Source: an optimization exercise on an open RTL-to-GDS flow (aim: a short achievable clock period and few clock cycles). Production flows keep margins and buffers that such runs may drop. Only simulation tests tie the RTL to the original design; equivalence was not proved.

===== design/flow/run.sh =====
#!/bin/bash
# synth_recipe.tcl (not shown) runs the flow's synth.tcl, then flattens the netlist and writes it again
# the make line also repeats each setting of config.mk as NAME=value (left out here)
make -C /OpenROAD-flow-scripts/flow DESIGN_CONFIG=/design/flow/config.mk WORK_HOME=/design/flow/orfs CLKGATE_MAP_FILE= SYNTH_SCRIPT=/design/flow/synth_recipe.tcl finish

===== design/flow/config.mk =====
export PLATFORM = sky130hd
export DESIGN_NAME = muldiv_sequencer
export DESIGN_NICKNAME = muldiv_sequencer
export VERILOG_FILES = /design/flow/design.v
export SDC_FILE = /design/flow/constraint.sdc
export NUM_CORES = 4
export LEC_CHECK = 0
export CAP_MARGIN = 20
export CORE_MARGIN = 2
export CORE_UTILIZATION = 65
export PLACE_DENSITY = 0.75
export SETUP_SLACK_MARGIN = 5
export SLEW_MARGIN = 20
export SYNTH_HIERARCHICAL = 1
export SYNTH_MINIMUM_KEEP_SIZE = 0
export TNS_END_PERCENT = 100

===== design/flow/constraint.sdc =====
create_clock -name core_clock -period 12.0 [get_ports {clk}]
set_input_delay 2.4000 -clock core_clock [delete_from_list [all_inputs] [get_ports {clk}]]
set_output_delay 2.4000 -clock core_clock [all_outputs]
set_load 0.01 [all_outputs]

===== design/flow/design.v =====
package muldiv_pkg;
  typedef enum logic [2:0] {
    OP_MUL    = 3'b000,
    OP_MULH   = 3'b001,
    OP_MULHSU = 3'b010,
    OP_MULHU  = 3'b011,
    OP_DIV    = 3'b100,
    OP_DIVU   = 3'b101,
    OP_REM    = 3'b110,
    OP_REMU   = 3'b111
  } op_e;
  typedef logic [1:0] state_t;
  localparam logic [1:0] ST_IDLE     = 2'd0;
  localparam logic [1:0] ST_MUL_WAIT = 2'd1;
  localparam logic [1:0] ST_DIV_ITER = 2'd2;
  localparam logic [1:0] ST_DONE     = 2'd3;
  localparam int unsigned DIV_ITERATIONS = 32;
  localparam int unsigned CNT_W          = 5;
  localparam int unsigned REM_W          = 33;
  localparam logic [31:0] DIV0_QUOTIENT = 32'hFFFF_FFFF;
  localparam logic [31:0] INT_MIN       = 32'h8000_0000;
endpackage
module muldiv_div_step (
  input  logic [31:0] rem_i,
  input  logic [2:0]  bits_i,
  input  logic [34:0] m1_i,
  input  logic [34:0] m2_i,
  input  logic [34:0] m3_i,
  input  logic [34:0] m4_i,
  input  logic [34:0] m5_i,
  input  logic [34:0] m6_i,
  input  logic [34:0] m7_i,
  output logic [31:0] rem_o,
  output logic [31:0] nrem_o,
  output logic [2:0]  q_o
);
  logic [34:0] w;
  logic [35:0] d1, d2, d3, d4, d5, d6, d7;
  logic [31:0] n0, n1, n2, n3, n4, n5, n6, n7;
  logic        g1, g2, g3, g4, g5, g6, g7;
  logic        s0, s1, s2, s3, s4, s5, s6, s7;
  assign w  = {rem_i, bits_i};
  muldiv_add #(.W(35)) u_d1 (.a_i(w), .b_i(~m1_i), .cin_i(1'b1), .s_o(d1[34:0]), .cout_o(d1[35]));
  muldiv_add #(.W(35)) u_d2 (.a_i(w), .b_i(~m2_i), .cin_i(1'b1), .s_o(d2[34:0]), .cout_o(d2[35]));
  muldiv_add #(.W(35)) u_d3 (.a_i(w), .b_i(~m3_i), .cin_i(1'b1), .s_o(d3[34:0]), .cout_o(d3[35]));
  muldiv_add #(.W(35)) u_d4 (.a_i(w), .b_i(~m4_i), .cin_i(1'b1), .s_o(d4[34:0]), .cout_o(d4[35]));
  muldiv_add #(.W(35)) u_d5 (.a_i(w), .b_i(~m5_i), .cin_i(1'b1), .s_o(d5[34:0]), .cout_o(d5[35]));
  muldiv_add #(.W(35)) u_d6 (.a_i(w), .b_i(~m6_i), .cin_i(1'b1), .s_o(d6[34:0]), .cout_o(d6[35]));
  muldiv_add #(.W(35)) u_d7 (.a_i(w), .b_i(~m7_i), .cin_i(1'b1), .s_o(d7[34:0]), .cout_o(d7[35]));
  assign n0 = 32'd0 - w[31:0];
  assign n1 = m1_i[31:0] - w[31:0];
  assign n2 = m2_i[31:0] - w[31:0];
  assign n3 = m3_i[31:0] - w[31:0];
  assign n4 = m4_i[31:0] - w[31:0];
  assign n5 = m5_i[31:0] - w[31:0];
  assign n6 = m6_i[31:0] - w[31:0];
  assign n7 = m7_i[31:0] - w[31:0];
  assign g1 = d1[35];
  assign g2 = d2[35];
  assign g3 = d3[35];
  assign g4 = d4[35];
  assign g5 = d5[35];
  assign g6 = d6[35];
  assign g7 = d7[35];
  assign s0 = ~g1;
  assign s1 = g1 & ~g2;
  assign s2 = g2 & ~g3;
  assign s3 = g3 & ~g4;
  assign s4 = g4 & ~g5;
  assign s5 = g5 & ~g6;
  assign s6 = g6 & ~g7;
  assign s7 = g7;
  assign q_o = {g4, g6 | s2 | s3, s7 | s5 | s3 | s1};
  assign rem_o  = ({32{s0}} & w[31:0])  | ({32{s1}} & d1[31:0]) |
                  ({32{s2}} & d2[31:0]) | ({32{s3}} & d3[31:0]) |
                  ({32{s4}} & d4[31:0]) | ({32{s5}} & d5[31:0]) |
                  ({32{s6}} & d6[31:0]) | ({32{s7}} & d7[31:0]);
  assign nrem_o = ({32{s0}} & n0) | ({32{s1}} & n1) | ({32{s2}} & n2) | ({32{s3}} & n3) |
                  ({32{s4}} & n4) | ({32{s5}} & n5) | ({32{s6}} & n6) | ({32{s7}} & n7);
endmodule
module muldiv_mul_pp (
  input  logic [32:0]       a_i,
  input  logic [32:0]       b_i,
  output logic [18*64-1:0]  rows_o
);
  localparam logic [63:0] SIGN_K = 64'hAAAA_AAAC_0000_0000;
  logic [34:0] bx;
  logic [16:0] neg;
  assign bx = {b_i[32], b_i, 1'b0};
  genvar i;
  generate
    for (i = 0; i < 17; i = i + 1) begin : g_pp
      logic        one, two;
      logic [33:0] mag, pp;
      logic [63:0] row;
      assign one    = bx[2*i+1] ^ bx[2*i];
      assign two    = (bx[2*i+2] & ~bx[2*i+1] & ~bx[2*i]) | (~bx[2*i+2] & bx[2*i+1] & bx[2*i]);
      assign neg[i] = bx[2*i+2] & ~(bx[2*i+1] & bx[2*i]);
      assign mag    = ({34{one}} & {a_i[32], a_i}) | ({34{two}} & {a_i, 1'b0});
      assign pp     = mag ^ {34{neg[i]}};
      if (i == 0) begin : g_first
        assign row = {29'd0, ~pp[33], pp};
      end else begin : g_rest
        wire [127:0] wide = ({93'd0, ~pp[33], pp} << (2*i)) | ({127'd0, neg[i-1]} << (2*i-2));
        assign row = wide[63:0];
      end
      assign rows_o[i*64 +: 64] = row;
    end
  endgenerate
  assign rows_o[17*64 +: 64] = SIGN_K | {31'd0, neg[16], 32'd0};
endmodule
module muldiv_csa #(
  parameter int N = 3
) (
  input  logic [N*64-1:0]                   rows_i,
  output logic [(2*(N/3) + N%3)*64-1:0]     rows_o
);
  genvar g;
  generate
    for (g = 0; g < N/3; g = g + 1) begin : g_fa
      logic [63:0] x, y, z;
      assign x = rows_i[(3*g)*64 +: 64];
      assign y = rows_i[(3*g+1)*64 +: 64];
      assign z = rows_i[(3*g+2)*64 +: 64];
      assign rows_o[(2*g)*64 +: 64]   = x ^ y ^ z;
      assign rows_o[(2*g+1)*64 +: 64] = {((x[62:0] & y[62:0]) | (x[62:0] & z[62:0]) | (y[62:0] & z[62:0])), 1'b0};
    end
    for (g = 0; g < N%3; g = g + 1) begin : g_pass
      assign rows_o[(2*(N/3)+g)*64 +: 64] = rows_i[(3*(N/3)+g)*64 +: 64];
    end
  endgenerate
endmodule
module muldiv_div_last (
  input  logic [31:0]     rem_i,
  input  logic [2:0]      bits_i,
  input  logic [34:0]     m1_i,
  input  logic [34:0]     m2_i,
  input  logic [34:0]     m3_i,
  input  logic [34:0]     m4_i,
  input  logic [34:0]     m5_i,
  input  logic [34:0]     m6_i,
  input  logic [34:0]     m7_i,
  input  logic [31:0]     quo_i,
  input  logic            rem_sel_i,
  input  logic            rneg_i,
  input  logic            qneg_i,
  output logic [7:0]      sel_o,
  output logic [32*8-1:0] cand_o
);
  logic [34:0] w;
  logic [35:0] d1, d2, d3, d4, d5, d6, d7;
  logic        g1, g2, g3, g4, g5, g6, g7;
  logic [32*8-1:0] mn;
  logic [28:0] quom;
  assign w  = {rem_i, bits_i};
  muldiv_add #(.W(35)) u_d1 (.a_i(w), .b_i(~m1_i), .cin_i(1'b1), .s_o(d1[34:0]), .cout_o(d1[35]));
  muldiv_add #(.W(35)) u_d2 (.a_i(w), .b_i(~m2_i), .cin_i(1'b1), .s_o(d2[34:0]), .cout_o(d2[35]));
  muldiv_add #(.W(35)) u_d3 (.a_i(w), .b_i(~m3_i), .cin_i(1'b1), .s_o(d3[34:0]), .cout_o(d3[35]));
  muldiv_add #(.W(35)) u_d4 (.a_i(w), .b_i(~m4_i), .cin_i(1'b1), .s_o(d4[34:0]), .cout_o(d4[35]));
  muldiv_add #(.W(35)) u_d5 (.a_i(w), .b_i(~m5_i), .cin_i(1'b1), .s_o(d5[34:0]), .cout_o(d5[35]));
  muldiv_add #(.W(35)) u_d6 (.a_i(w), .b_i(~m6_i), .cin_i(1'b1), .s_o(d6[34:0]), .cout_o(d6[35]));
  muldiv_add #(.W(35)) u_d7 (.a_i(w), .b_i(~m7_i), .cin_i(1'b1), .s_o(d7[34:0]), .cout_o(d7[35]));
  assign g1 = d1[35];
  assign g2 = d2[35];
  assign g3 = d3[35];
  assign g4 = d4[35];
  assign g5 = d5[35];
  assign g6 = d6[35];
  assign g7 = d7[35];
  assign sel_o = {g7, g6 & ~g7, g5 & ~g6, g4 & ~g5, g3 & ~g4, g2 & ~g3, g1 & ~g2, ~g1};
  assign mn = ~{m7_i[31:0], m6_i[31:0], m5_i[31:0], m4_i[31:0],
                m3_i[31:0], m2_i[31:0], m1_i[31:0], 32'd0};
  assign quom = quo_i[28:0] - 29'd1;
  genvar j;
  generate
    for (j = 0; j < 8; j = j + 1) begin : g_cand
      logic [31:0] q, qm, qv, sum, rv;
      muldiv_add #(.W(32)) u_rv (.a_i(w[31:0]), .b_i(mn[j*32 +: 32]), .cin_i(~rneg_i),
                                 .s_o(sum), .cout_o());
      assign rv = sum ^ {32{rneg_i}};
      assign q  = {quo_i[28:0], j[2:0]};
      if (j == 0) begin : g_z
        assign qm = {quom, 3'b111};
      end else begin : g_nz
        assign qm = {quo_i[28:0], j[2:0] - 3'd1};
      end
      assign qv = qneg_i ? ~qm : q;
      assign cand_o[j*32 +: 32] = rem_sel_i ? rv : qv;
    end
  endgenerate
endmodule
module muldiv_out (
  input  logic            held_en_i,
  input  logic [31:0]     held_i,
  input  logic            mlo_i,
  input  logic            mhi_i,
  input  logic [63:0]     prod_i,
  input  logic            dz_i,
  input  logic [31:0]     dzv_i,
  input  logic            div_i,
  input  logic [7:0]      dsel_i,
  input  logic [32*8-1:0] dcand_i,
  output logic [31:0]     result_o
);
  always_comb begin
    result_o = ({32{held_en_i}} & held_i) | ({32{mlo_i}} & prod_i[31:0]) |
               ({32{mhi_i}} & prod_i[63:32]) | ({32{dz_i}} & dzv_i);
    for (int k = 0; k < 8; k = k + 1)
      result_o = result_o | ({32{div_i & dsel_i[k]}} & dcand_i[k*32 +: 32]);
  end
endmodule
module muldiv_add #(
  parameter int W = 32
) (
  input  logic [W-1:0] a_i,
  input  logic [W-1:0] b_i,
  input  logic         cin_i,
  output logic [W-1:0] s_o,
  output logic         cout_o
);
  localparam int N = W + 1;
  localparam int L = (N <= 2) ? 1 : (N <= 4) ? 2 : (N <= 8) ? 3 : (N <= 16) ? 4 :
                     (N <= 32) ? 5 : (N <= 64) ? 6 : (N <= 128) ? 7 : 8;
  logic [N-1:0]       p0;
  logic [(L+1)*N-1:0] gg, pp;
  assign p0 = {a_i ^ b_i, 1'b0};
  assign gg[N-1:0] = {a_i & b_i, cin_i};
  assign pp[N-1:0] = p0;
  genvar k, i;
  generate
    for (k = 0; k < L; k = k + 1) begin : g_lvl
      for (i = 0; i < N; i = i + 1) begin : g_bit
        if (i >= (1 << k)) begin : g_op
          assign gg[(k+1)*N + i] = gg[k*N + i] | (pp[k*N + i] & gg[k*N + i - (1 << k)]);
          assign pp[(k+1)*N + i] = pp[k*N + i] & pp[k*N + i - (1 << k)];
        end else begin : g_pass
          assign gg[(k+1)*N + i] = gg[k*N + i];
          assign pp[(k+1)*N + i] = pp[k*N + i];
        end
      end
    end
  endgenerate
  assign s_o    = p0[N-1:1] ^ gg[L*N +: W];
  assign cout_o = gg[L*N + N - 1];
endmodule
import muldiv_pkg::*;
module muldiv_sequencer #(
  parameter int unsigned MUL_LATENCY = 3,
  parameter int unsigned XLEN        = 32
) (
  input  logic            clk,
  input  logic            rst_n,
  input  logic            start,
  input  logic [2:0]      funct3,
  input  logic [XLEN-1:0] rs1_val,
  input  logic [XLEN-1:0] rs2_val,
  input  logic            kill,
  output logic            stall,
  output logic            busy,
  output logic            done,
  output logic [XLEN-1:0] result
);
  function logic [5:0] clz32(input logic [31:0] x);
    logic [3:0]  nib;
    logic [7:0]  v1;
    logic [15:0] z1;
    logic [3:0]  v2;
    logic [11:0] z2;
    logic [1:0]  v3;
    logic [7:0]  z3;
    logic [4:0]  z4;
    integer k;
    begin
      for (k = 0; k < 8; k = k + 1) begin
        nib          = x[4*k +: 4];
        v1[k]        = |nib;
        z1[2*k +: 2] = nib[3] ? 2'd0 : nib[2] ? 2'd1 : nib[1] ? 2'd2 : 2'd3;
      end
      for (k = 0; k < 4; k = k + 1) begin
        v2[k]        = v1[2*k+1] | v1[2*k];
        z2[3*k +: 3] = v1[2*k+1] ? {1'b0, z1[4*k+2 +: 2]} : {1'b1, z1[4*k +: 2]};
      end
      for (k = 0; k < 2; k = k + 1) begin
        v3[k]        = v2[2*k+1] | v2[2*k];
        z3[4*k +: 4] = v2[2*k+1] ? {1'b0, z2[6*k+3 +: 3]} : {1'b1, z2[6*k +: 3]};
      end
      z4    = v3[1] ? {1'b0, z3[7:4]} : {1'b1, z3[3:0]};
      clz32 = (v3[1] | v3[0]) ? {1'b0, z4} : 6'd32;
    end
  endfunction
  function logic lowmask32(input logic [31:0] x);
    begin
      lowmask32 = ((x[31:1] & ~x[30:0]) == 31'd0);
    end
  endfunction
  logic        busy_q;
  logic [31:0] held_q;
  logic        done_q;                       
  logic        sel_mlo_q, sel_mhi_q;         
  logic        sel_dz_q, sel_div_q;          
  logic [31:0] dzv_q;                        
  logic        rsel_q, qneg_q, rneg_q;
  logic [2:0]  cnt_q;
  logic [31:0] rem_q, quo_q;
  logic [32:0] win_q;
  logic [31:0] m1_q;
  logic [33:0] m3_q;
  logic [34:0] m5_q, m7_q;
  logic [2*64-1:0] mrow_q;
  logic        accept, is_mul, fin0;
  logic        a_sext, b_sext;
  logic [18*64-1:0] pp_rows;
  logic [12*64-1:0] r12;
  logic [8*64-1:0]  r8;
  logic [6*64-1:0]  r6;
  logic [4*64-1:0]  r4;
  logic [3*64-1:0]  r3;
  logic [2*64-1:0]  r2;
  logic        sgn, an, bn, dz;
  logic [31:0] abs_a, abs_b;
  logic [5:0]  za, zb;
  logic [6:0]  zd;
  logic [2:0]  cnt0;
  logic [31:0] rem0;
  logic [32:0] win0;
  logic [33:0] m3_0;
  logic [34:0] m5_0, m7_0;
  assign accept = start & ~kill & ~busy_q;
  assign is_mul = ~funct3[2];
  assign a_sext = (funct3[1:0] != 2'b11);
  assign b_sext = ~funct3[1];
  muldiv_mul_pp u_pp (
    .a_i    ({a_sext & rs1_val[31], rs1_val}),
    .b_i    ({b_sext & rs2_val[31], rs2_val}),
    .rows_o (pp_rows)
  );
  muldiv_csa #(.N(18)) u_csa1 (.rows_i(pp_rows), .rows_o(r12));
  muldiv_csa #(.N(12)) u_csa2 (.rows_i(r12),     .rows_o(r8));
  muldiv_csa #(.N(8))  u_csa3 (.rows_i(r8),      .rows_o(r6));
  muldiv_csa #(.N(6))  u_csa4 (.rows_i(r6),      .rows_o(r4));
  muldiv_csa #(.N(4))  u_csa5 (.rows_i(r4),      .rows_o(r3));
  muldiv_csa #(.N(3))  u_csa6 (.rows_i(r3),      .rows_o(r2));
  assign sgn   = ~funct3[0];
  assign an    = sgn & rs1_val[31];
  assign bn    = sgn & rs2_val[31];
  assign dz    = (rs2_val == 32'd0);
  assign abs_a = an ? (~rs1_val + 32'd1) : rs1_val;
  assign abs_b = bn ? (~rs2_val + 32'd1) : rs2_val;
  assign za    = an ? (clz32(~rs1_val) - {5'd0, lowmask32(~rs1_val)}) : clz32(rs1_val);
  assign zb    = bn ? (clz32(~rs2_val) - {5'd0, lowmask32(~rs2_val)}) : clz32(rs2_val);
  assign zd = {1'b0, zb} - {1'b0, za};
  always_comb begin
    if      (zd[6] || zd <= 7'd2) cnt0 = 3'd0;
    else if (zd <= 7'd8)          cnt0 = 3'd1;
    else if (zd <= 7'd14)         cnt0 = 3'd2;
    else if (zd <= 7'd20)         cnt0 = 3'd3;
    else if (zd <= 7'd26)         cnt0 = 3'd4;
    else                          cnt0 = 3'd5;
  end
  always_comb begin
    case (cnt0)
      3'd0:    begin rem0 = {3'd0,  abs_a[31:3]};  win0 = {abs_a[2:0],  30'd0}; end
      3'd1:    begin rem0 = {9'd0,  abs_a[31:9]};  win0 = {abs_a[8:0],  24'd0}; end
      3'd2:    begin rem0 = {15'd0, abs_a[31:15]}; win0 = {abs_a[14:0], 18'd0}; end
      3'd3:    begin rem0 = {21'd0, abs_a[31:21]}; win0 = {abs_a[20:0], 12'd0}; end
      3'd4:    begin rem0 = {27'd0, abs_a[31:27]}; win0 = {abs_a[26:0], 6'd0};  end
      default: begin rem0 = 32'd0;                 win0 = {1'b0, abs_a};        end
    endcase
  end
  assign m3_0 = {2'b00, abs_b} + {1'b0, abs_b, 1'b0};
  assign m5_0 = {3'b000, abs_b} + {1'b0, abs_b, 2'b00};
  assign m7_0 = {abs_b, 3'b000} - {3'b000, abs_b};
  assign fin0 = is_mul | dz | (cnt0 == 3'd0);
  logic [34:0] m1, m2, m3, m4, m5, m6, m7;
  logic [63:0] prod;
  muldiv_add #(.W(64)) u_prod (.a_i(mrow_q[63:0]), .b_i(mrow_q[127:64]), .cin_i(1'b0),
                               .s_o(prod), .cout_o());
  assign m1 = {3'd0, m1_q};
  assign m2 = {2'd0, m1_q, 1'b0};
  assign m3 = {1'b0, m3_q};
  assign m4 = {1'b0, m1_q, 2'b00};
  assign m5 = m5_q;
  assign m6 = {m3_q, 1'b0};
  assign m7 = m7_q;
  logic [31:0] it_r1, it_r2;
  logic [2:0]  it_d1, it_d2;
  muldiv_div_step u_it1 (
    .rem_i (rem_q), .bits_i (win_q[32:30]),
    .m1_i (m1), .m2_i (m2), .m3_i (m3), .m4_i (m4), .m5_i (m5), .m6_i (m6), .m7_i (m7),
    .rem_o (it_r1), .nrem_o (), .q_o (it_d1)
  );
  muldiv_div_step u_it2 (
    .rem_i (it_r1), .bits_i (win_q[29:27]),
    .m1_i (m1), .m2_i (m2), .m3_i (m3), .m4_i (m4), .m5_i (m5), .m6_i (m6), .m7_i (m7),
    .rem_o (it_r2), .nrem_o (), .q_o (it_d2)
  );
  logic [7:0]      fin_sel;
  logic [32*8-1:0] fin_cand;
  muldiv_div_last u_fin (
    .rem_i (rem_q), .bits_i (win_q[32:30]),
    .m1_i (m1), .m2_i (m2), .m3_i (m3), .m4_i (m4), .m5_i (m5), .m6_i (m6), .m7_i (m7),
    .quo_i (quo_q), .rem_sel_i (rsel_q), .rneg_i (rneg_q), .qneg_i (qneg_q),
    .sel_o (fin_sel), .cand_o (fin_cand)
  );
  muldiv_out u_out (
    .held_en_i (~done_q), .held_i (held_q),
    .mlo_i (sel_mlo_q), .mhi_i (sel_mhi_q), .prod_i (prod),
    .dz_i (sel_dz_q), .dzv_i (dzv_q),
    .div_i (sel_div_q), .dsel_i (fin_sel), .dcand_i (fin_cand),
    .result_o (result)
  );
  always_ff @(posedge clk or negedge rst_n) begin
    if (!rst_n) begin
      busy_q    <= 1'b0;
      held_q    <= '0;
      done_q    <= 1'b0;
      sel_mlo_q <= 1'b0;
      sel_mhi_q <= 1'b0;
      sel_dz_q  <= 1'b0;
      sel_div_q <= 1'b0;
    end else begin
      held_q <= result;
      if (!busy_q) begin
        busy_q    <= accept;
        done_q    <= accept & fin0;
        sel_mlo_q <= accept & is_mul & (funct3[1:0] == 2'b00);
        sel_mhi_q <= accept & is_mul & (funct3[1:0] != 2'b00);
        sel_dz_q  <= accept & ~is_mul & dz;
        sel_div_q <= accept & ~is_mul & ~dz & (cnt0 == 3'd0);
      end else begin
        busy_q    <= ~done_q & ~kill;
        done_q    <= ~done_q & ~kill & (cnt_q == 3'd1);
        sel_mlo_q <= 1'b0;
        sel_mhi_q <= 1'b0;
        sel_dz_q  <= 1'b0;
        sel_div_q <= ~done_q & ~kill & (cnt_q == 3'd1);
      end
    end
  end
  always_ff @(posedge clk) begin
    if (!busy_q) begin
      dzv_q  <= funct3[1] ? rs1_val : DIV0_QUOTIENT;
      rsel_q <= funct3[1];
      qneg_q <= an ^ bn;
      rneg_q <= an;
      cnt_q  <= cnt0;
      rem_q  <= rem0;
      win_q  <= win0;
      quo_q  <= 32'd0;
      m1_q   <= abs_b;
      m3_q   <= m3_0;
      m5_q   <= m5_0;
      m7_q   <= m7_0;
      mrow_q <= r2;
    end else begin
      rem_q  <= it_r2;
      win_q  <= {win_q[26:0], 6'd0};
      quo_q  <= {quo_q[25:0], it_d1, it_d2};
      cnt_q  <= cnt_q - 3'd1;
    end
  end
  assign stall = busy_q ? (~done_q & ~kill) : (start & ~kill);
  assign busy  = busy_q;
  assign done  = done_q;
endmodule

==> impl_summary.txt, run 1 <==
----------------------------------------------------
[Global route]
  Total gr overflow ... 731
  Pin count of the biggest net entering global routing ... 200
  Global-route usage over all layers ... 0.764
  Vias in the first global route ... 149k
  Wire length of the first global-routing pass ... 1,110,000 µm

[Logic synthesis]
  Synthesized instance count ... 15.5k
  Yosys warning total ... 8
  Synth Cell Area ... 127,000 µm²
  Mean area per synthesized cell ... 8.18 µm²

[CTS]
  Post-CTS Hold Buffers ... 0
  Deepest level of the CTS H-tree ... 2
  Number of buffers inserted during clock tree synthesis ... 58
  Root Buffer ... clkbuf_16
  Clock Path Buffers ... 3

[Floorplanning]
  Effective utilization at floorplan ... 0.652
  DIE HEIGHT ... 446 µm
  Num ports ... 106
  Standard-cell row count ... roughly 160
  Horiz. Die Dim ... 446 µm

[Placed design]
  Post-placement setup slack ... 2.45 ns
  DPL Wire Length ... 446,000 µm
  RePlAce Congestion ... 1.15
  PortBufs ... ~110

[Outcome]
  Last stage ... global routing (5_1_grt)
  Result of the run ... aborted with a tool error
  Run-stopping error ... [ERROR GRT-0116] Global routing finished with congestion. Check the congestion regions in the DRC Viewer.

----------------------------------------------------
-- through the flow --
| step | hold WS [ns] | utilization | std cells | cell area, µm² |
|---|---|---|---|---|
| 4_1_cts | 0.433 | 0.708 | 17700 | 138000 |
| 2_1_floorplan | 0.405 | - | 16200 | 129000 |
| 3_3_place_gp | 0.409 | 0.642 | 17100 | 125000 |
| 3_5_place_dp | 0.418 | 0.642 | 17100 | 125000 |
-- how the worst max path moves through the flow --
stage	depth (start not counted)	to	start
2_1_floorplan	18	cnt_q[0]	rs1_val[19]
3_3_place_gp	19	rem_q[9]	rs2_val[26]
3_5_place_dp	19	rem_q[5]	rs2_val[26]
4_1_cts	15	result[2]	rem_q[7]
-- repair_timing --
item,CTS
resized for setup,1452
cloned,49
buffers inserted,432
setup endpoints to repair,254
pin swaps,461
-- routing by layer --
layer,GRT overflow,track usage
met1,90,0.807
met2,331,0.896
met3,106,0.621
met4,185,0.696
met5,19,0.360
Testbench counts, summed over its fixed seeds: cycles 5,663.
==> run 2, diff against run 1 <==
--- a/design/flow/config.mk
+++ b/design/flow/config.mk
@@ -8,6 +8,6 @@
 export CAP_MARGIN = 20
 export CORE_MARGIN = 2
-export CORE_UTILIZATION = 65
-export PLACE_DENSITY = 0.75
+export CORE_UTILIZATION = 50
+export PLACE_DENSITY = 0.65
 export SETUP_SLACK_MARGIN = 5
 export SLEW_MARGIN = 20
==> impl_summary.txt, run 2 <==
----------------------------------------------------
[Outcome]
  Result of the run ... finished clean

[Global route]
  Pin count of the biggest net entering global routing ... 154
  Total gr overflow ... 0
  Global-route usage over all layers ... 0.397
  Initial antenna violation count ... 15
  Vias in the first global route ... 115k
  Wire length of the first global-routing pass ... ~770,000 µm

[Logic synthesis]
  Mean area per synthesized cell ... 8.18 µm² (unchanged)
  Synth Cell Area ... 127,000 µm² (unchanged)
  Yosys warning total ... 8 (unchanged)
  Synthesized instance count ... 15.5k (unchanged)

[Drt]
  Number of DRC markers in iteration 0 ... 20.7k
  1st-pass router iterations ... 17
  Detailed-route wire length ... between 500,000 and 600,000 µm
  Via Count ... 125k
  Post-DR vias/cell ... around 6.7
  Routed wire per std cell ... 28.9 µm
  DRC violation count after routing ... 0
  Count of nets left with antenna violations after detail routing ... 0

[Layout]
  Layout Utilization ... 0.563
  Area Growth Syn to Fin ... 11.7%
  Commonest cells after routing, fill and taps aside ... 1,654 x a21oi_1, 1,066 x inv_1, 1,004 x fa_1, 992 x ha_1, 840 x o21ai_0
  Fin nets ... 17.5k
  Non-filler cells, final ... about 19k
  Most frequent standard cell in the layout excluding fill and tap cells ... a21oi_1
  Share of cells above drive strength 1 ... 0.159
  Flip-flop count of the largest register, all copies and words added ... approximately 130
  Register ranked first by flip-flop count ... mrow_q

[CTS]
  Deepest level of the CTS H-tree ... 3 (+1)
  Root Buffer ... clkbuf_16
  Clock Path Buffers ... 3 (unchanged)
  Number of buffers inserted during clock tree synthesis ... 66 (+14%)
  Clk sinks ... 429
  Clock transition at the register clock pins on the worst setup and hold paths after CTS ... 0.06 ns
  Clock insertion delay at the later pin of the skew report ... 0.74 ns
  Clock tree from TritonCTS ... yes

[Timing]
  Final Setup Violations ... 0
  Least-Margin Pin Slew ... roughly 1.4 ns
  Clock tree skew after final layout ... about 0.059 ns
  Fmax achieved ... 0.130 GHz
  Final Max Tran Viols ... 0
  Headroom to the max-slew limit ... 0.0750
  Final clock period utilization by the worst path ... 0.639
  Sum of negative setup slack ... 0 ns
  Final number of hold-violating endpoints ... 0
  Unrepaired setup endpoints after global routing ... yes
  Time the final worst path needs with I/O delays and setup ... 7.66 ns

[Floorplanning]
  DIE HEIGHT ... 507 µm (+14%)
  Effective utilization at floorplan ... 0.504 (-0.148)
  Standard-cell row count ... 184 (+14%)
  Horiz. Die Dim ... 507 µm (+14%)
  Core Region ... 252,000 µm²
  Num ports ... 106 (unchanged)
  Area of the die ... 257,000 µm²

[Placed design]
  Placed Instances ... 17.9k (+4.6%)
  RePlAce Congestion ... 1.04 (-10%)
  PortBufs ... 105 (unchanged)
  DPL Wire Length ... 391,000 µm (-12%)

[Worst hold path]
  Hold/Removal Path Class ... reg2reg

[Worst setup path]
  Critical Path Fanout Max ... 4
  Critical Path AT ... 5.26 ns
  CP endpoint kind ... output port
  Classification of the worst setup path ... reg2out
  Worst setup SP type ... flop
  Critical Path RT ... 9.60 ns

[Flow run]
  Max Cap Violations ... 0

----------------------------------------------------
## run 2: critical path, stage by stage (launching register included)
cell,delay [ns]
edfxtp_1,0.40
buf_12,0.14
buf_4,0.12
clkinvlp_4,0.21
ha_4,0.39
a21oi_2,0.09
o21ai_1,0.31
a221oi_2,0.13
nor3_2,0.35
buf_4,0.19
o21ai_2,0.07
o311ai_1,0.30
xnor2_1,0.19
a21oi_1,0.13
a22oi_2,0.22
nand4_1,0.63
a21o_4,0.50
buf_2,0.16
## run 2: repair_timing
action                     4_1_cts  5_1_grt
setup endpoints to repair      265      242
gates resized for setup       1163      722
hold buffers                     0        0
gates cloned                    35       27
buffers inserted               383      161
pin swaps                      368      456
## run 2: area by class of cell
cell class              instances  area, µm²
fillers                     23000     110000
multi-input cells           12600     108000
flip-flops and latches        429      11800
repair buffers                978      10700
inverters                    1136       4540
well taps                    3348       4190
clock buffers                  86       1790
clock inverters                33        373
repair inverters                4       40.0
diodes                         11       27.5
## run 2: metal layers
metal  routed length [µm]  up-vias  track usage
met5                  191        -      0.00167
met4                56300       10        0.315
met3                64900     2102        0.110
met2               219000     8535        0.574
met1               198000    59500        0.495
li1                     -    54700            -
## run 2: final timing paths
| path | startpoint | to | slack, ns | cells after the start |
|---|---|---|---|---|
| worst max-delay path | m1_q[12] | result[29] | 4.34 | 17 |
| worst min-delay path | win_q[25] | win_q[31] | 0.43 | 1 |
| worst max register to register | m1_q[8] | rem_q[1] | 5.06 | 32 |
| worst min register to register | win_q[25] | win_q[31] | 0.43 | 1 |
| max in group asynchronous | rst_n | busy_q | 9.47 | 1 |
| min in group asynchronous | rst_n | busy_q | 1.82 | 1 |
## run 2: stage by stage
| step | setup slack, ns | instance area [µm²] | hold slack (ns) |
|---|---|---|---|
| after floorplan | 5.01 | 129000 | 0.405 |
| after global placement | 2.77 | 126000 | 0.407 |
| after detailed placement | 2.70 | 126000 | 0.416 |
| after CTS | 4.48 | 137000 | 0.430 |
| after global routing | 4.25 | 142000 | 0.435 |
| final | 4.34 | 142000 | 0.425 |
==> run 3, diff against run 2 <==
==> design/flow/flow/run.sh (new file) <==
#!/bin/bash
# The standard layout (standard.sh: ORFS from the standard synthesis to the final
# layout, at the design's clock period and constraints), with two settings of the
# gate-level optimisation changed:
#  - MATCH_CELL_FOOTPRINT=0: timing repair may resize a gate to a cell of another
#    footprint (the platform default limits it to the same footprint);
#  - the buffer on every input and output port is a buf_4 instead of the cell that
#    buffer_ports picks by default.
# The make output goes to flow_make.log; ORFS keeps each step's log under orfs/logs.
set -euo pipefail
std=$(cat standard.sh)
own=${std//'"${@:-finish}"'/'MATCH_CELL_FOOTPRINT=0 "BUFFER_PORTS_ARGS=-buffer_cell sky130_fd_sc_hd__buf_4" "${@:-finish}"'}
if [[ "$own" == "$std" ]]; then
  echo "standard.sh has an unexpected form" >&2
  exit 1
fi
printf '%s\n' "$own" > standard_own.sh
bash standard_own.sh > flow_make.log 2>&1
==> design/flow/standard.sh (new file) <==
#!/bin/bash
# synth_recipe.tcl (not shown) runs the flow's synth.tcl, then flattens the netlist and writes it again
# the make line also repeats each setting of config.mk as NAME=value (left out here)
make -C /OpenROAD-flow-scripts/flow DESIGN_CONFIG=/design/flow/config.mk WORK_HOME=/design/flow/orfs CLKGATE_MAP_FILE= SYNTH_SCRIPT=/design/flow/synth_recipe.tcl "${@:-finish}"
removed: design/flow/run.sh
==> impl_summary.txt, run 3 <==
----------------------------------------------------
[Layout]
  Area Growth Syn to Fin ... 7.31%
  Layout Utilization ... 0.540 (-0.0221)
  Flip-flop count of the largest register, all copies and words added ... 128 (unchanged)
  Commonest cells after routing, fill and taps aside ... 1,671 x a21oi_1, 1,095 x inv_1, 1,062 x ha_1, 1,021 x fa_1, 866 x o21ai_0
  Share of cells above drive strength 1 ... 0.129 (-0.0298)
  Register ranked first by flip-flop count ... mrow_q
  Fin nets ... 17.2k (-1.6%)
  Most frequent standard cell in the layout excluding fill and tap cells ... a21oi_1

[Global route]
  Vias in the first global route ... 113k (-1.8%)
  Initial antenna violation count ... 29 (+14)
  Global-route usage over all layers ... 0.383 (-0.0134)
  Pin count of the biggest net entering global routing ... 169 (+9.7%)
  Total gr overflow ... 0 (unchanged)
  Wire length of the first global-routing pass ... 749,000 µm (-2.5%)

[Logic synthesis]
  Mean area per synthesized cell ... 8.18 µm² (unchanged)
  Yosys warning total ... 8 (unchanged)
  Synth Cell Area ... 127,000 µm² (unchanged)
  Synthesized instance count ... 15.5k (unchanged)

[CTS]
  Clock Path Buffers ... 3 (unchanged)
  Root Buffer ... clkbuf_16
  Clk sinks ... 429 (unchanged)
  Number of buffers inserted during clock tree synthesis ... 57 (-14%)
  Deepest level of the CTS H-tree ... 2 (-1)
  Clock insertion delay at the later pin of the skew report ... 0.70 ns (-0.04 ns)
  Post-CTS Hold Buffers ... 0 (unchanged)
  Clock tree from TritonCTS ... yes
  Clock transition at the register clock pins on the worst setup and hold paths after CTS ... 0.07 ns (about the same)

[Worst setup path]
  Cell at the slowest stage of the critical path ... nand4_1
  Worst setup SP type ... flop
  Classification of the worst setup path ... reg2out
  Length in cells of the worst reg-to-reg path ... 31 (-3.1%)
  Critical Path Fanout Max ... 6 (+2)
  CP endpoint kind ... output port
  Cell breakdown of the critical path ... inv_1 -> ha_1 -> nand3_1 -> o211ai_4 -> a21oi_4 -> buf_12 -> a311oi_4 -> nor4b_2 -> o31ai_2 -> xor2_1 -> xnor2_2 -> a21oi_1 -> a22oi_1 -> nand4_1 -> a21o_4 -> buf_6
  Critical Path RT ... 9.60 ns (about the same)
  Critical Path AT ... 5.25 ns (about the same)
  Delay of the slowest cell on the worst path ... 0.63 ns (about the same)

[Drt]
  Detailed-route wire length ... 520,000 µm (-3.5%)
  Post-DR vias/cell ... 6.67 (-0.37%)
  Number of DRC markers in iteration 0 ... 18.9k (-8.8%)
  1st-pass router iterations ... 22 (+5)
  Via Count ... 122k (-1.9%)
  Routed wire per std cell ... 28.3 µm (-2.0%)
  Count of nets left with antenna violations after detail routing ... 0 (unchanged)
  DRC violation count after routing ... 0 (unchanged)

[Timing]
  Final Setup Violations ... 0 (unchanged)
  Final Max Tran Viols ... 0 (unchanged)
  Final number of hold-violating endpoints ... 0 (unchanged)
  Fmax achieved ... 0.131 GHz (+0.19%)
  Final clock period utilization by the worst path ... 0.637 (-0.00119)
  Final WS setup ... 4.35 ns (+0.0143 ns)
  Sum of negative setup slack ... 0 ns (unchanged)
  Least-Margin Pin Slew ... 1.24 ns (-0.136 ns)
  Clock tree skew after final layout ... 0.0431 ns (-0.0157 ns)
  Headroom to the max-slew limit ... 0.168 (+0.0929)
  Unrepaired setup endpoints after global routing ... yes
  Time the final worst path needs with I/O delays and setup ... 7.65 ns (-0.0143 ns)

[Placed design]
  Post-placement setup slack ... 3.26 ns (+0.561 ns)
  PortBufs ... 105 (unchanged)
  RePlAce Congestion ... 1.05 (+0.75%)
  DPL Wire Length ... 392,000 µm (+0.16%)

[Flow run]
  Max Cap Violations ... 0 (unchanged)

[Floorplanning]
  Num ports ... 106 (unchanged)
  Effective utilization at floorplan ... 0.504 (unchanged)
  Horiz. Die Dim ... 507 µm (unchanged)
  DIE HEIGHT ... 507 µm (unchanged)
  Area of the die ... 257,000 µm² (unchanged)
  Core Region ... 252,000 µm² (unchanged)
  Standard-cell row count ... 184 (unchanged)

[Worst hold path]
  Hold Path Depth ... 1 (unchanged)
  Hold/Removal Path Class ... reg2reg

[Outcome]
  Result of the run ... finished clean

----------------------------------------------------
## run 3: repair_timing
item	CTS	global route
buffers inserted	237	126
cloned	18	9
pin swaps	166	221
setup endpoints to repair	233	214
gates resized for setup	576	528
## run 3: stage by stage
stage                     hold WS (ns)  std cells  cell area (µm²)
final                            0.431      18400           136000
after global placement           0.413      17800           125000
after floorplan                  0.405      16200           129000
after detailed placement         0.414      17800           125000
after CTS                        0.431      18200           132000
after global routing             0.453      18300           136000
## run 3: final cells by class
class	count	area (µm²)
Sequential cell	429	11800
Multi-Input combinational cell	12600	106000
Clock inverter	32	395
Timing Repair Buffer	721	7370
Antenna cell	12	30.0
Fill cell	23600	116000
Tap cell	3348	4190
Clock buffer	76	1580
Inverter	1136	4380
## run 3: path summary, 6_finish.rpt
path	slack, ns	endpoint	from
max in group asynchronous	9.89	sel_mlo_q	rst_n
min	0.43	win_q[6]	win_q[0]
min in group asynchronous	1.68	busy_q	rst_n
min reg2reg	0.43	win_q[6]	win_q[0]
max reg2reg	4.75	rem_q[1]	m1_q[0]
max	4.35	result[30]	m5_q[2]
## run 3: worst max-delay path, delay by kind of cell (launching register included)
family          cells  cell delay [ns]
compound gates      7             1.76
flops               1             0.50
fa+ha+maj           1             0.43
xor+xnor            2             0.46
buf+inv             3             0.47
simple gates        3             0.91
## run 3: routing by layer
metal  global-route usage  share of wire  up-vias
li1                     -              -    54100
met1                0.501           0.39    58500
met2                0.569           0.42     8128
met3               0.0861           0.11     1678
met4                0.247          0.081       18
met5                    0        0.00025        -
==> run 4, diff against run 3 <==
--- a/design/flow/design.v
+++ b/design/flow/design.v
@@ -134,15 +134,16 @@
   input  logic [31:0]     rem_i,
   input  logic [2:0]      bits_i,
-  input  logic [34:0]     m1_i,
-  input  logic [34:0]     m2_i,
-  input  logic [34:0]     m3_i,
-  input  logic [34:0]     m4_i,
-  input  logic [34:0]     m5_i,
-  input  logic [34:0]     m6_i,
-  input  logic [34:0]     m7_i,
+  input  logic [34:0]     mn1_i,
+  input  logic [34:0]     mn2_i,
+  input  logic [34:0]     mn3_i,
+  input  logic [34:0]     mn4_i,
+  input  logic [34:0]     mn5_i,
+  input  logic [34:0]     mn6_i,
+  input  logic [34:0]     mn7_i,
   input  logic [31:0]     quo_i,
-  input  logic            rem_sel_i,
-  input  logic            rneg_i,
   input  logic            qneg_i,
+  input  logic            rp_i,
+  input  logic            rn_i,
+  input  logic            qu_i,
   output logic [7:0]      sel_o,
   output logic [32*8-1:0] cand_o
@@ -154,11 +155,11 @@
   logic [28:0] quom;
   assign w  = {rem_i, bits_i};
-  muldiv_add #(.W(35)) u_d1 (.a_i(w), .b_i(~m1_i), .cin_i(1'b1), .s_o(d1[34:0]), .cout_o(d1[35]));
-  muldiv_add #(.W(35)) u_d2 (.a_i(w), .b_i(~m2_i), .cin_i(1'b1), .s_o(d2[34:0]), .cout_o(d2[35]));
-  muldiv_add #(.W(35)) u_d3 (.a_i(w), .b_i(~m3_i), .cin_i(1'b1), .s_o(d3[34:0]), .cout_o(d3[35]));
-  muldiv_add #(.W(35)) u_d4 (.a_i(w), .b_i(~m4_i), .cin_i(1'b1), .s_o(d4[34:0]), .cout_o(d4[35]));
-  muldiv_add #(.W(35)) u_d5 (.a_i(w), .b_i(~m5_i), .cin_i(1'b1), .s_o(d5[34:0]), .cout_o(d5[35]));
-  muldiv_add #(.W(35)) u_d6 (.a_i(w), .b_i(~m6_i), .cin_i(1'b1), .s_o(d6[34:0]), .cout_o(d6[35]));
-  muldiv_add #(.W(35)) u_d7 (.a_i(w), .b_i(~m7_i), .cin_i(1'b1), .s_o(d7[34:0]), .cout_o(d7[35]));
+  muldiv_add #(.W(35)) u_d1 (.a_i(w), .b_i(mn1_i), .cin_i(1'b1), .s_o(d1[34:0]), .cout_o(d1[35]));
+  muldiv_add #(.W(35)) u_d2 (.a_i(w), .b_i(mn2_i), .cin_i(1'b1), .s_o(d2[34:0]), .cout_o(d2[35]));
+  muldiv_add #(.W(35)) u_d3 (.a_i(w), .b_i(mn3_i), .cin_i(1'b1), .s_o(d3[34:0]), .cout_o(d3[35]));
+  muldiv_add #(.W(35)) u_d4 (.a_i(w), .b_i(mn4_i), .cin_i(1'b1), .s_o(d4[34:0]), .cout_o(d4[35]));
+  muldiv_add #(.W(35)) u_d5 (.a_i(w), .b_i(mn5_i), .cin_i(1'b1), .s_o(d5[34:0]), .cout_o(d5[35]));
+  muldiv_add #(.W(35)) u_d6 (.a_i(w), .b_i(mn6_i), .cin_i(1'b1), .s_o(d6[34:0]), .cout_o(d6[35]));
+  muldiv_add #(.W(35)) u_d7 (.a_i(w), .b_i(mn7_i), .cin_i(1'b1), .s_o(d7[34:0]), .cout_o(d7[35]));
   assign g1 = d1[35];
   assign g2 = d2[35];
@@ -169,14 +170,13 @@
   assign g7 = d7[35];
   assign sel_o = {g7, g6 & ~g7, g5 & ~g6, g4 & ~g5, g3 & ~g4, g2 & ~g3, g1 & ~g2, ~g1};
-  assign mn = ~{m7_i[31:0], m6_i[31:0], m5_i[31:0], m4_i[31:0],
-                m3_i[31:0], m2_i[31:0], m1_i[31:0], 32'd0};
+  assign mn = {mn7_i[31:0], mn6_i[31:0], mn5_i[31:0], mn4_i[31:0],
+               mn3_i[31:0], mn2_i[31:0], mn1_i[31:0], 32'hFFFF_FFFF};
   assign quom = quo_i[28:0] - 29'd1;
   genvar j;
   generate
     for (j = 0; j < 8; j = j + 1) begin : g_cand
-      logic [31:0] q, qm, qv, sum, rv;
-      muldiv_add #(.W(32)) u_rv (.a_i(w[31:0]), .b_i(mn[j*32 +: 32]), .cin_i(~rneg_i),
-                                 .s_o(sum), .cout_o());
-      assign rv = sum ^ {32{rneg_i}};
+      logic [31:0] q, qm, qv, sum0, sum1;
+      muldiv_add2 #(.W(32)) u_rv (.a_i(w[31:0]), .b_i(mn[j*32 +: 32]),
+                                  .s0_o(sum0), .s1_o(sum1));
       assign q  = {quo_i[28:0], j[2:0]};
       if (j == 0) begin : g_z
@@ -186,5 +186,5 @@
       end
       assign qv = qneg_i ? ~qm : q;
-      assign cand_o[j*32 +: 32] = rem_sel_i ? rv : qv;
+      assign cand_o[j*32 +: 32] = ({32{rp_i}} & sum1) | ({32{rn_i}} & ~sum0) | ({32{qu_i}} & qv);
     end
   endgenerate
@@ -198,5 +198,4 @@
   input  logic            dz_i,
   input  logic [31:0]     dzv_i,
-  input  logic            div_i,
   input  logic [7:0]      dsel_i,
   input  logic [32*8-1:0] dcand_i,
@@ -207,5 +206,5 @@
                ({32{mhi_i}} & prod_i[63:32]) | ({32{dz_i}} & dzv_i);
     for (int k = 0; k < 8; k = k + 1)
-      result_o = result_o | ({32{div_i & dsel_i[k]}} & dcand_i[k*32 +: 32]);
+      result_o = result_o | ({32{dsel_i[k]}} & dcand_i[k*32 +: 32]);
   end
 endmodule
@@ -244,4 +243,39 @@
   assign cout_o = gg[L*N + N - 1];
 endmodule
+module muldiv_add2 #(
+  parameter int W = 32
+) (
+  input  logic [W-1:0] a_i,
+  input  logic [W-1:0] b_i,
+  output logic [W-1:0] s0_o,
+  output logic [W-1:0] s1_o
+);
+  localparam int L = (W <= 2) ? 1 : (W <= 4) ? 2 : (W <= 8) ? 3 : (W <= 16) ? 4 :
+                     (W <= 32) ? 5 : (W <= 64) ? 6 : (W <= 128) ? 7 : 8;
+  logic [W-1:0]       p0;
+  logic [(L+1)*W-1:0] gg, pp;
+  logic [W-1:0]       gt, pt;
+  assign p0        = a_i ^ b_i;
+  assign gg[W-1:0] = a_i & b_i;
+  assign pp[W-1:0] = p0;
+  genvar k, i;
+  generate
+    for (k = 0; k < L; k = k + 1) begin : g_lvl
+      for (i = 0; i < W; i = i + 1) begin : g_bit
+        if (i >= (1 << k)) begin : g_op
+          assign gg[(k+1)*W + i] = gg[k*W + i] | (pp[k*W + i] & gg[k*W + i - (1 << k)]);
+          assign pp[(k+1)*W + i] = pp[k*W + i] & pp[k*W + i - (1 << k)];
+        end else begin : g_pass
+          assign gg[(k+1)*W + i] = gg[k*W + i];
+          assign pp[(k+1)*W + i] = pp[k*W + i];
+        end
+      end
+    end
+  endgenerate
+  assign gt = gg[L*W +: W];
+  assign pt = pp[L*W +: W];
+  assign s0_o = p0 ^ {gt[W-2:0], 1'b0};
+  assign s1_o = p0 ^ {gt[W-2:0] | pt[W-2:0], 1'b1};
+endmodule
 import muldiv_pkg::*;
 module muldiv_sequencer #(
@@ -298,7 +332,9 @@
   logic        done_q;                       
   logic        sel_mlo_q, sel_mhi_q;         
-  logic        sel_dz_q, sel_div_q;          
+  logic        sel_dz_q;                     
+  logic        sel_rp_q, sel_rn_q, sel_qu_q;  
   logic [31:0] dzv_q;                        
   logic        rsel_q, qneg_q, rneg_q;
+  logic        sel_div_n;
   logic [2:0]  cnt_q;
   logic [31:0] rem_q, quo_q;
@@ -307,4 +343,7 @@
   logic [33:0] m3_q;
   logic [34:0] m5_q, m7_q;
+  logic [31:0] fn1_q;                        
+  logic [33:0] fn3_q;
+  logic [34:0] fn5_q, fn7_q;
   logic [2*64-1:0] mrow_q;
   logic        accept, is_mul, fin0;
@@ -373,4 +412,5 @@
   assign fin0 = is_mul | dz | (cnt0 == 3'd0);
   logic [34:0] m1, m2, m3, m4, m5, m6, m7;
+  logic [34:0] n1, n2, n3, n4, n5, n6, n7;
   logic [63:0] prod;
   muldiv_add #(.W(64)) u_prod (.a_i(mrow_q[63:0]), .b_i(mrow_q[127:64]), .cin_i(1'b0),
@@ -383,4 +423,11 @@
   assign m6 = {m3_q, 1'b0};
   assign m7 = m7_q;
+  assign n1 = {3'b111, fn1_q};
+  assign n2 = {2'b11, fn1_q, 1'b1};
+  assign n3 = {1'b1, fn3_q};
+  assign n4 = {1'b1, fn1_q, 2'b11};
+  assign n5 = fn5_q;
+  assign n6 = {fn3_q, 1'b1};
+  assign n7 = fn7_q;
   logic [31:0] it_r1, it_r2;
   logic [2:0]  it_d1, it_d2;
@@ -399,6 +446,6 @@
   muldiv_div_last u_fin (
     .rem_i (rem_q), .bits_i (win_q[32:30]),
-    .m1_i (m1), .m2_i (m2), .m3_i (m3), .m4_i (m4), .m5_i (m5), .m6_i (m6), .m7_i (m7),
-    .quo_i (quo_q), .rem_sel_i (rsel_q), .rneg_i (rneg_q), .qneg_i (qneg_q),
+    .mn1_i (n1), .mn2_i (n2), .mn3_i (n3), .mn4_i (n4), .mn5_i (n5), .mn6_i (n6), .mn7_i (n7),
+    .quo_i (quo_q), .qneg_i (qneg_q), .rp_i (sel_rp_q), .rn_i (sel_rn_q), .qu_i (sel_qu_q),
     .sel_o (fin_sel), .cand_o (fin_cand)
   );
@@ -407,7 +454,9 @@
     .mlo_i (sel_mlo_q), .mhi_i (sel_mhi_q), .prod_i (prod),
     .dz_i (sel_dz_q), .dzv_i (dzv_q),
-    .div_i (sel_div_q), .dsel_i (fin_sel), .dcand_i (fin_cand),
+    .dsel_i (fin_sel), .dcand_i (fin_cand),
     .result_o (result)
   );
+  assign sel_div_n = busy_q ? (~done_q & ~kill & (cnt_q == 3'd1))
+                            : (accept & ~is_mul & ~dz & (cnt0 == 3'd0));
   always_ff @(posedge clk or negedge rst_n) begin
     if (!rst_n) begin
@@ -418,5 +467,7 @@
       sel_mhi_q <= 1'b0;
       sel_dz_q  <= 1'b0;
-      sel_div_q <= 1'b0;
+      sel_rp_q  <= 1'b0;
+      sel_rn_q  <= 1'b0;
+      sel_qu_q  <= 1'b0;
     end else begin
       held_q <= result;
@@ -427,5 +478,7 @@
         sel_mhi_q <= accept & is_mul & (funct3[1:0] != 2'b00);
         sel_dz_q  <= accept & ~is_mul & dz;
-        sel_div_q <= accept & ~is_mul & ~dz & (cnt0 == 3'd0);
+        sel_rp_q  <= sel_div_n & funct3[1] & ~an;
+        sel_rn_q  <= sel_div_n & funct3[1] & an;
+        sel_qu_q  <= sel_div_n & ~funct3[1];
       end else begin
         busy_q    <= ~done_q & ~kill;
@@ -434,5 +487,7 @@
         sel_mhi_q <= 1'b0;
         sel_dz_q  <= 1'b0;
-        sel_div_q <= ~done_q & ~kill & (cnt_q == 3'd1);
+        sel_rp_q  <= sel_div_n & rsel_q & ~rneg_q;
+        sel_rn_q  <= sel_div_n & rsel_q & rneg_q;
+        sel_qu_q  <= sel_div_n & ~rsel_q;
       end
     end
@@ -452,4 +507,8 @@
       m5_q   <= m5_0;
       m7_q   <= m7_0;
+      fn1_q  <= ~abs_b;
+      fn3_q  <= ~m3_0;
+      fn5_q  <= ~m5_0;
+      fn7_q  <= ~m7_0;
       mrow_q <= r2;
     end else begin
==> impl_summary.txt, run 4 <==
----------------------------------------------------
[Timing]
  Final clock period utilization by the worst path ... 0.619 (-0.0188)
  Unrepaired setup endpoints after global routing ... yes
  Clock tree skew after final layout ... 0.0644 ns (+0.0213 ns)
  Fmax achieved ... 0.135 GHz (+3.0%)
  Final Max Tran Viols ... 0 (unchanged)
  Sum of negative setup slack ... 0 ns (unchanged)
  Final Setup Violations ... 0 (unchanged)
  Minimum hold slack ... 0.416 ns (-0.0148 ns)
  Headroom to the max-slew limit ... 0.0488 (-0.119)
  Final number of hold-violating endpoints ... 0 (unchanged)
  Least-Margin Pin Slew ... 1.42 ns (+0.178 ns)
  Time the final worst path needs with I/O delays and setup ... 7.42 ns (-0.225 ns)

[Floorplanning]
  Standard-cell row count ... 192 (+4.3%)
  DIE HEIGHT ... 527 µm (+3.9%)
  Core Region ... 273,000 µm² (+8.5%)
  Horiz. Die Dim ... 527 µm (+3.9%)
  Area of the die ... 278,000 µm² (+8.0%)
  Effective utilization at floorplan ... 0.502 (-0.00182)
  Num ports ... 106 (unchanged)

[Worst setup path]
  Critical Path RT ... 9.60 ns (about the same)
  Critical Path Fanout Max ... 22 (+16)
  CP endpoint kind ... output port
  Critical Path AT ... 5.02 ns (-0.23 ns)
  Classification of the worst setup path ... reg2out
  Length in cells of the worst reg-to-reg path ... 34 (+9.7%)
  Worst setup SP type ... flop

[Global route]
  Initial antenna violation count ... 32 (+10%)
  Vias in the first global route ... 124k (+10%)
  Global-route usage over all layers ... 0.445 (+0.0618)
  Total gr overflow ... 0 (unchanged)
  Wire length of the first global-routing pass ... 906,000 µm (+21%)
  Pin count of the biggest net entering global routing ... 128 (-24%)

[Placed design]
  DPL Wire Length ... 493,000 µm (+26%)
  PortBufs ... 105 (unchanged)
  RePlAce Congestion ... 1.11 (+6.4%)

[Layout]
  Count of fill cells added during filler insertion ... 25.4k (+7.3%)
  Share of cells above drive strength 1 ... 0.153 (+0.0237)
  Layout Utilization ... 0.557 (+0.0162)
  Commonest cells after routing, fill and taps aside ... 1,637 x a21oi_1, 1,153 x nand2_1, 1,038 x inv_1, 1,020 x fa_1, 941 x ha_1
  Area Growth Syn to Fin ... 10.9%
  Fin nets ... 18.6k (+7.8%)
  Flip-flop count of the largest register, all copies and words added ... 128 (unchanged)
  Register ranked first by flip-flop count ... mrow_q
  Most frequent standard cell in the layout excluding fill and tap cells ... a21oi_1

[Worst hold path]
  Hold Path Depth ... 2 (+1)
  Hold/Removal Path Class ... reg2reg

[Drt]
  Count of nets left with antenna violations after detail routing ... 0 (unchanged)
  DRC violation count after routing ... 0 (unchanged)
  Via Count ... 139k (+13%)
  1st-pass router iterations ... 22 (unchanged)
  Routed wire per std cell ... 32.7 µm (+16%)
  Post-DR vias/cell ... 6.96 (+4.3%)
  Detailed-route wire length ... 654,000 µm (+26%)
  Number of DRC markers in iteration 0 ... 23.8k (+26%)

[CTS]
  Root Buffer ... clkbuf_16
  Number of buffers inserted during clock tree synthesis ... 75 (+32%)
  Deepest level of the CTS H-tree ... 3 (+1)
  Clock tree from TritonCTS ... yes
  Clock Path Buffers ... 3 (unchanged)
  Clk sinks ... 562 (+31%)
  Clock transition at the register clock pins on the worst setup and hold paths after CTS ... 0.07 ns (about the same)
  Clock insertion delay at the later pin of the skew report ... 0.75 ns (+0.05 ns)

[Flow run]
  Max Cap Violations ... 0 (unchanged)

[Outcome]
  Result of the run ... finished clean

[Logic synthesis]
  Yosys warning total ... 8 (unchanged)
  Synth Cell Area ... 137,000 µm² (+8.1%)
  Mean area per synthesized cell ... 8.15 µm² (-0.35%)
  Synthesized instance count ... 16.8k (+8.4%)

----------------------------------------------------
-- run 4: final timing paths --
| check | from | to | slack (ns) |
|---|---|---|---|
| setup / recovery | rem_q[8] | result[28] | 4.58 |
| hold / removal | win_q[21] | win_q[27] | 0.42 |
| setup reg to reg | rem_q[1] | rem_q[1] | 4.73 |
| hold reg to reg | win_q[21] | win_q[27] | 0.42 |
| max in group asynchronous | rst_n | busy_q | 9.50 |
| min in group asynchronous | rst_n | held_q[31] | 1.76 |
-- run 4: through the flow --
stage               setup slack [ns]  area (µm²)  cells
floorplan                       5.00      139000  17500
global placement                2.73      136000  19300
detailed placement              2.52      136000  19300
CTS                             4.73      146000  19700
global route                    4.67      152000  20000
finish                          4.58      152000  20000
-- run 4: repair_timing --
item,4_1_cts,5_1_grt
hold buffers,0,0
setup endpoints to repair,250,227
pin swaps,188,289
cloned,20,15
buffers inserted,256,208
resized for setup,967,807
-- run 4: worst max-delay path, stage by stage (launching register included) --
cell and delay [ns]:
dfxtp_2 0.40, buf_12 0.23, ha_1 0.46, a21oi_1 0.41, nand2_1 0.10, a211o_1 0.35, nand2_1 0.30, a21boi_1 0.43
o21ai_1 0.15, xor2_1 0.16, nand2_1 0.07, o221ai_1 0.26, a221oi_1 0.41, nand3_1 0.25, buf_4 0.24
-- run 4: final cells by class --
class                   count  area (µm²)  area share
multi-input cells       13700      115000       0.759
flip-flops and latches    562       15800       0.104
repair buffers            914        9560      0.0630
well taps                3589        4490      0.0296
inverters                1077        4170      0.0274
clock buffers              91        2000      0.0132
clock inverters            44         524     0.00345
diodes                     28        70.1    0.000461
repair inverters            2        17.5    0.000115
-- run 4: layer usage --
metal,vias up,GRT usage,routed length [µm]
met3,2279,0.168,97400
met2,10300,0.612,254000
met1,67000,0.569,243000
li1,59300,-,-
met4,20,0.315,59100
met5,-,0,335
Testbench counts of run 4, summed over its fixed seeds: cycles 5,663.

static timing again, ports no longer ideal:
In the flow no input, the clock included, has a driving cell. The finished layouts below were timed again as built, in two steps.
Step 1, drivers: a clkbuf_16 drives clk and a buf_2 each remaining input, both assumed.
Step 2 times the ports against the registers' clock, not the clock port: input delays grow and output delays shrink by t, the midpoint of the rising clock arrivals with the driver on.
Three values: no drivers, after step 1, after step 2; two values: the first two.
run	t (ns)	setup slack, ns	worst setup path after step 2	latest minus earliest clock arrival (ns)	cell pins on the clock port's net
run 2	0.812	4.337 / 4.247 / 4.104	input to register	0.080 / 0.080	1
run 3	0.748	4.351 / 4.282 / 4.199	input to register	0.044 / 0.043	1
run 4	0.817	4.576 / 4.482 / 4.069	input to register	0.064 / 0.065	1
After both steps setup and hold are still met in every run listed. The setup slack of run 4, which loses most, moves by -0.094 ns with the drivers and by -0.507 ns with both steps.
